Background: an optimization exercise with open tools, aiming at a short achievable clock period and few clock cycles. Do not read the settings as production practice. Only simulation tests tie the RTL to the original design; equivalence was not proved. No driver is modelled on the clock port, so clocking that relies on it looks cheaper here than on a real chip. Power is estimated from default activity; no workload was simulated.

==> inputs of branch pepper <==
// rv_core
module rv_core (
	input  logic             clk,
	input  logic             reset,
	output logic [32-1:0] imem_addr,
	input  logic [32-1:0] imem_data,
	output logic [32-1:0] dmem_addr,
	output logic [32-1:0] dmem_wdata,
	output logic             dmem_we,
	input  logic [32-1:0] dmem_rdata
);
==> module rv_fetch, before the edit <==
module rv_fetch #(
	parameter int IDX_W = 5
) (
	input  logic             clk,
	input  logic             reset,
	input  logic [32-1:0] next_pc,
	input  logic             f_jal,
	input  logic             f_branch,
	input  logic             f_jalr,
	input  logic             f_back,      
	input  logic             f_jr_known,  
	input  logic [11:0]      f_jrtgt,
	input  logic [11:0]      f_jtgt,      
	input  logic [11:0]      f_btgt,      
	input  logic             upd,
	input  logic [32-1:0] upd_pc,
	input  logic             upd_taken,
	input  logic             upd_jump,    
	input  logic [32-1:0] upd_target,
	input  logic [1:0]       upd_ctr,     
	input  logic             upd_hit,
	output logic [32-1:0] pc,
	output logic [32-1:0] pc_out,
	output logic [32-1:0] pc_plus4,
	output logic [32-1:0] pred_next,
	output logic [1:0]       pred_ctr,
	output logic             pred_hit
);
	localparam int N = 1 << IDX_W;
	logic [N-1:0]     v;
	logic [9:0]       tgt [N];
	logic [1:0]       ctr [N];
	logic [IDX_W-1:0] ridx, widx;
	logic             hit, b_taken, j_taken;
	rv_add #(32-2) u_inc (.a(pc[32-1:2]), .b('0), .cin(1'b1), .s(pc_plus4[32-1:2]));
	assign pc_plus4[1:0] = pc[1:0];
	assign hit       = v[ridx];
	assign b_taken   = f_branch & (hit ? ctr[ridx][1] : f_back);
	assign j_taken   = f_jalr & hit;
	assign pred_next = f_jal ? {20'b0, f_jtgt}
	                 : b_taken ? {20'b0, f_btgt}
	                 : (f_jalr & f_jr_known) ? {20'b0, f_jrtgt}
	                 : j_taken ? {20'b0, tgt[ridx], 2'b00} : pc_plus4;
	assign pred_ctr  = ctr[ridx];
	assign pred_hit  = hit;
	always_ff @(posedge clk or posedge reset) begin
		if (reset) begin
			pc <= 32'h0000_0000;
		end else begin
			pc <= next_pc;
		end
	end
	always_ff @(posedge clk) begin
		if (reset) begin
			pc_out <= 32'h0000_0000;
		end else begin
			pc_out <= next_pc;
		end
	end
	always_ff @(posedge clk) begin
		ridx <= next_pc[IDX_W+1:2];
	end
	logic [1:0] nctr;
	logic       wen;
	always_comb begin
		if (upd_jump)
			nctr = 2'b11;
		else if (!upd_hit)
			nctr = 2'b10;
		else if (upd_taken)
			nctr = (upd_ctr == 2'b11) ? 2'b11 : upd_ctr + 2'd1;
		else
			nctr = (upd_ctr == 2'b00) ? 2'b00 : upd_ctr - 2'd1;
	end
	assign widx = upd_pc[IDX_W+1:2];
	assign wen  = upd & (upd_taken | upd_hit);
	always_ff @(posedge clk or posedge reset) begin
		if (reset) begin
			v <= '0;
		end else if (wen) begin
			v[widx] <= 1'b1;
		end
	end
	always_ff @(posedge clk) begin
		if (wen) begin
			ctr[widx] <= nctr;
			if (upd_taken) begin
				tgt[widx] <= upd_target[11:2];
			end
		end
	end
endmodule
==> module rv_regfile, before the edit <==
module rv_regfile (
	input  logic                   clk,
	input  logic                   reset,
	input  logic                   we,       
	input  logic [5-1:0] rd,
	input  logic [5-1:0] rs1,
	input  logic [5-1:0] rs2,
	input  logic [32-1:0]       wdata,
	output logic [32-1:0]       rs1_raw,
	output logic [32-1:0]       rs2_raw,
	output logic                   rs1_live,
	output logic                   rs2_live
);
	logic [32-1:0]   regs [1:32-1];   
	logic [32-1:0] valid;                 
	always_ff @(posedge clk or posedge reset) begin
		if (reset) begin
			valid <= '0;
		end else if (we) begin
			valid[rd] <= 1'b1;
		end
	end
	always_ff @(posedge clk) begin
		if (we) begin
			regs[rd] <= wdata;
		end
	end
	always_comb begin
		rs1_raw = '0;
		rs2_raw = '0;
		for (int i = 1; i < 32; i++) begin
			rs1_raw = rs1_raw | ({32{valid[i] & (rs1 == 5'(i))}} & regs[i]);
			rs2_raw = rs2_raw | ({32{valid[i] & (rs2 == 5'(i))}} & regs[i]);
		end
	end
	assign rs1_live = 1'b1;
	assign rs2_live = 1'b1;
endmodule
export LEC_CHECK = 0
export ABC_CLOCK_PERIOD_IN_PS = 3000
export CAP_MARGIN = 20
export CORE_MARGIN = 2
export CORE_UTILIZATION = 35
export SETUP_SLACK_MARGIN = 5
export SLEW_MARGIN = 20
export TNS_END_PERCENT = 100
create_clock -name core_clock -period 11.0 [get_ports {clk}]
standard.sh (not shown) runs the stock make flow with config.mk's settings and CLKGATE_MAP_FILE= SYNTH_SCRIPT=/design/flow/synth_recipe.tcl, a recipe that flattens the netlist after the stock synthesis.
==> flow/flow/run.sh <==
#!/bin/bash
# The standard ORFS layout (standard.sh, standard synthesis included), with:
#  - timing repair aimed well below the clock period (setup margin 7.5 ns),
#  - repair free to change a cell's footprint (not only its drive strength),
#  - port buffers of a stronger cell than the default,
#  - no full/half-adder cell extraction in synthesis (ADDER_MAP_FILE empty), so
#    the parallel-prefix adders of the RTL reach ABC as plain logic,
#  - the platform's don't-use cells plus the slow 4-high-stack OR/NOR gates
#    (or4*, nor4*, o41*, a2111*), listed in flow/dont_use.txt,
#  - one more timing-repair pass after CTS (flow/post_cts.tcl, through
#    ORFS's step hook).
# The make output goes to flow_make.log; ORFS keeps each step's log under orfs/logs.
set -euo pipefail
F=$(pwd)/flow
DU=$(tr '\n' ' ' < "$F/dont_use.txt" | sed 's/ *$//')
sed -e "s|SETUP_SLACK_MARGIN=[0-9.]*|SETUP_SLACK_MARGIN=7.5 MATCH_CELL_FOOTPRINT=0 'BUFFER_PORTS_ARGS=-buffer_cell sky130_fd_sc_hd__buf_6' POST_CTS_TCL=$F/post_cts.tcl ADDER_MAP_FILE= 'DONT_USE_CELLS=$DU'|" standard.sh > my_standard.sh
grep -q "POST_CTS_TCL" my_standard.sh
bash my_standard.sh > flow_make.log 2>&1
==> flow/flow/dont_use.txt <==
sky130_fd_sc_hd__probe_p_8
sky130_fd_sc_hd__probec_p_8
sky130_fd_sc_hd__lpflow_bleeder_1
sky130_fd_sc_hd__lpflow_clkbufkapwr_1
sky130_fd_sc_hd__lpflow_clkbufkapwr_16
sky130_fd_sc_hd__lpflow_clkbufkapwr_2
sky130_fd_sc_hd__lpflow_clkbufkapwr_4
sky130_fd_sc_hd__lpflow_clkbufkapwr_8
sky130_fd_sc_hd__lpflow_clkinvkapwr_1
sky130_fd_sc_hd__lpflow_clkinvkapwr_16
sky130_fd_sc_hd__lpflow_clkinvkapwr_2
sky130_fd_sc_hd__lpflow_clkinvkapwr_4
sky130_fd_sc_hd__lpflow_clkinvkapwr_8
sky130_fd_sc_hd__lpflow_decapkapwr_12
sky130_fd_sc_hd__lpflow_decapkapwr_3
sky130_fd_sc_hd__lpflow_decapkapwr_4
sky130_fd_sc_hd__lpflow_decapkapwr_6
sky130_fd_sc_hd__lpflow_decapkapwr_8
sky130_fd_sc_hd__lpflow_inputiso0n_1
sky130_fd_sc_hd__lpflow_inputiso0p_1
sky130_fd_sc_hd__lpflow_inputiso1n_1
sky130_fd_sc_hd__lpflow_inputiso1p_1
sky130_fd_sc_hd__lpflow_inputisolatch_1
sky130_fd_sc_hd__lpflow_isobufsrc_1
sky130_fd_sc_hd__lpflow_isobufsrc_16
sky130_fd_sc_hd__lpflow_isobufsrc_2
sky130_fd_sc_hd__lpflow_isobufsrc_4
sky130_fd_sc_hd__lpflow_isobufsrc_8
sky130_fd_sc_hd__lpflow_isobufsrckapwr_16
sky130_fd_sc_hd__lpflow_lsbuf_lh_hl_isowell_tap_1
sky130_fd_sc_hd__lpflow_lsbuf_lh_hl_isowell_tap_2
sky130_fd_sc_hd__lpflow_lsbuf_lh_hl_isowell_tap_4
sky130_fd_sc_hd__lpflow_lsbuf_lh_isowell_4
sky130_fd_sc_hd__lpflow_lsbuf_lh_isowell_tap_1
sky130_fd_sc_hd__lpflow_lsbuf_lh_isowell_tap_2
sky130_fd_sc_hd__lpflow_lsbuf_lh_isowell_tap_4
sky130_fd_sc_hd__or4_1
sky130_fd_sc_hd__or4_2
sky130_fd_sc_hd__or4_4
sky130_fd_sc_hd__or4b_1
sky130_fd_sc_hd__or4b_2
sky130_fd_sc_hd__or4b_4
sky130_fd_sc_hd__or4bb_1
sky130_fd_sc_hd__or4bb_2
sky130_fd_sc_hd__or4bb_4
sky130_fd_sc_hd__nor4_1
sky130_fd_sc_hd__nor4_2
sky130_fd_sc_hd__nor4_4
sky130_fd_sc_hd__nor4b_1
sky130_fd_sc_hd__nor4b_2
sky130_fd_sc_hd__nor4b_4
sky130_fd_sc_hd__nor4bb_1
sky130_fd_sc_hd__nor4bb_2
sky130_fd_sc_hd__nor4bb_4
sky130_fd_sc_hd__o41a_1
sky130_fd_sc_hd__o41a_2
sky130_fd_sc_hd__o41a_4
sky130_fd_sc_hd__o41ai_1
sky130_fd_sc_hd__o41ai_2
sky130_fd_sc_hd__o41ai_4
sky130_fd_sc_hd__a2111o_1
sky130_fd_sc_hd__a2111o_2
sky130_fd_sc_hd__a2111o_4
sky130_fd_sc_hd__a2111oi_0
sky130_fd_sc_hd__a2111oi_1
sky130_fd_sc_hd__a2111oi_2
sky130_fd_sc_hd__a2111oi_4
==> flow/flow/post_cts.tcl <==
# Second timing-repair pass after CTS (the first one stops early)
puts "post_cts: worst slack before [sta::worst_slack -max]"
repair_timing_helper
detailed_placement
check_placement -verbose
puts "post_cts: worst slack after [sta::worst_slack -max]"
==> branch violet: changes against branch pepper <==
--- a/flow/design.v
+++ b/flow/design.v
@@ -44,19 +44,23 @@
 	output logic             pred_hit
 );
-	localparam int N = 1 << IDX_W;
+	localparam int N     = 1 << IDX_W;
+	localparam int TAG_W = 10 - IDX_W;
 	logic [N-1:0]     v;
+	logic [TAG_W-1:0] tag [N];
 	logic [9:0]       tgt [N];
 	logic [1:0]       ctr [N];
 	logic [IDX_W-1:0] ridx, widx;
-	logic             hit, b_taken, j_taken;
+	logic             hit, ptaken;
 	rv_add #(32-2) u_inc (.a(pc[32-1:2]), .b('0), .cin(1'b1), .s(pc_plus4[32-1:2]));
 	assign pc_plus4[1:0] = pc[1:0];
-	assign hit       = v[ridx];
+	assign ridx      = pc[IDX_W+1:2];
+	assign hit       = v[ridx] & (tag[ridx] == pc[11:IDX_W+2]);
+	assign ptaken    = hit & ctr[ridx][1];
+	logic b_taken;
 	assign b_taken   = f_branch & (hit ? ctr[ridx][1] : f_back);
-	assign j_taken   = f_jalr & hit;
 	assign pred_next = f_jal ? {20'b0, f_jtgt}
 	                 : b_taken ? {20'b0, f_btgt}
 	                 : (f_jalr & f_jr_known) ? {20'b0, f_jrtgt}
-	                 : j_taken ? {20'b0, tgt[ridx], 2'b00} : pc_plus4;
+	                 : (ptaken & ~f_branch) ? {20'b0, tgt[ridx], 2'b00} : pc_plus4;
 	assign pred_ctr  = ctr[ridx];
 	assign pred_hit  = hit;
@@ -75,7 +79,4 @@
 		end
 	end
-	always_ff @(posedge clk) begin
-		ridx <= next_pc[IDX_W+1:2];
-	end
 	logic [1:0] nctr;
 	logic       wen;
@@ -103,4 +104,5 @@
 			ctr[widx] <= nctr;
 			if (upd_taken) begin
+				tag[widx] <= upd_pc[11:IDX_W+2];
 				tgt[widx] <= upd_target[11:2];
 			end
@@ -215,14 +217,8 @@
 		end
 	end
-	always_comb begin
-		rs1_raw = '0;
-		rs2_raw = '0;
-		for (int i = 1; i < 32; i++) begin
-			rs1_raw = rs1_raw | ({32{valid[i] & (rs1 == 5'(i))}} & regs[i]);
-			rs2_raw = rs2_raw | ({32{valid[i] & (rs2 == 5'(i))}} & regs[i]);
-		end
-	end
-	assign rs1_live = 1'b1;
-	assign rs2_live = 1'b1;
+	assign rs1_raw  = regs[rs1];
+	assign rs2_raw  = regs[rs2];
+	assign rs1_live = valid[rs1];
+	assign rs2_live = valid[rs2];
 endmodule
 `default_nettype wire
==> flow/flow/run.sh (replaced) <==
#!/bin/bash
# The standard ORFS layout (standard.sh, standard synthesis included), with:
#  - timing repair aimed well below the clock period (setup margin 7.5 ns),
#  - repair free to change a cell's footprint (not only its drive strength),
#  - port buffers of a stronger cell than the default.
# The make output goes to flow_make.log; ORFS keeps each step's log under orfs/logs.
set -euo pipefail
sed -e "s/SETUP_SLACK_MARGIN=[0-9.]*/SETUP_SLACK_MARGIN=7.5 MATCH_CELL_FOOTPRINT=0 'BUFFER_PORTS_ARGS=-buffer_cell sky130_fd_sc_hd__buf_6'/" standard.sh > my_standard.sh
grep -q "MATCH_CELL_FOOTPRINT=0" my_standard.sh
bash my_standard.sh > flow_make.log 2>&1
removed: flow/flow/dont_use.txt
removed: flow/flow/post_cts.tcl
==> branch tundra: changes against branch pepper <==
==> flow/flow/run.sh (replaced) <==
#!/bin/bash
# The standard ORFS layout (standard.sh, standard synthesis included), with:
#  - timing repair aimed well below the clock period (setup margin 7.5 ns),
#  - repair free to change a cell's footprint (not only its drive strength),
#  - port buffers of a stronger cell than the default,
#  - no full/half-adder cell extraction in synthesis (ADDER_MAP_FILE empty), so
#    the parallel-prefix adders of the RTL reach ABC as plain logic,
#  - one more timing-repair pass after CTS (flow/post_cts.tcl, through
#    ORFS's step hook).
# The make output goes to flow_make.log; ORFS keeps each step's log under orfs/logs.
set -euo pipefail
F=$(pwd)/flow
sed -e "s|SETUP_SLACK_MARGIN=[0-9.]*|SETUP_SLACK_MARGIN=7.5 MATCH_CELL_FOOTPRINT=0 'BUFFER_PORTS_ARGS=-buffer_cell sky130_fd_sc_hd__buf_6' POST_CTS_TCL=$F/post_cts.tcl ADDER_MAP_FILE=|" standard.sh > my_standard.sh
grep -q "POST_CTS_TCL" my_standard.sh
bash my_standard.sh > flow_make.log 2>&1
removed: flow/flow/dont_use.txt
==> notes <==
- Branch tundra passed the timing, DRC and antenna checks. Branch pepper produced a clean layout. Branch violet went through all stages and came out clean.
- Against branch violet, the sequential share of layout area of branch pepper is lower by 0.68 points.
- Sequential power, lowest first: branch pepper, branch tundra, branch violet.
- Worst hold slack, lowest first: branch violet, branch tundra, branch pepper.
- The lowest routed wire length belongs to branch violet, the highest to branch tundra.
- Flip-flop and latch count: branch pepper is lower than branch violet (161).
- Area after synthesis: branch tundra < branch pepper < branch violet.
- The highest synthesized cell count belongs to branch pepper, the lowest to branch violet.
- The lowest global-route usage belongs to branch violet, the highest to branch tundra.
- Combinational power: branch tundra is lower than branch violet (about 40%).
- Via count: branch tundra is larger than branch violet (about 15%).
Testbench counts of branch pepper, summed over its fixed seeds: cycles 19,688.
Testbench counts of branch violet, summed over its fixed seeds: cycles 19,682.
Testbench counts of branch tundra, summed over its fixed seeds: cycles 19,688.

-- afterwards: timing with drivers on the ports --
In the flow no input, the clock included, has a driving cell. The finished layouts below were timed again as built, in two steps.
Step 1 assumes that a clkbuf_16 drives the clock port and a buf_2 every other input.
Step 2 times the ports against the registers' clock, not the clock port: input delays grow and output delays shrink by t, the midpoint of the rising clock arrivals with the driver on.
a / b / c = ideal / step 1 / step 2; a / b = the first two.
run | t (ns) | slack for setup (ns) | latest minus earliest clock arrival (ns)
branch pepper | 0.986 | 6.886 / 6.822 / 5.836 | 0.091 / 0.091
branch violet | 0.972 | 6.978 / 6.682 / 5.710 | 0.063 / 0.064
branch tundra | 0.984 | 6.835 / 6.690 / 5.707 | 0.134 / 0.135
After both steps every run listed still meets setup and hold. For branch violet, which loses most, drivers alone change the setup slack by -0.296 ns; drivers and shift together by -1.268 ns.
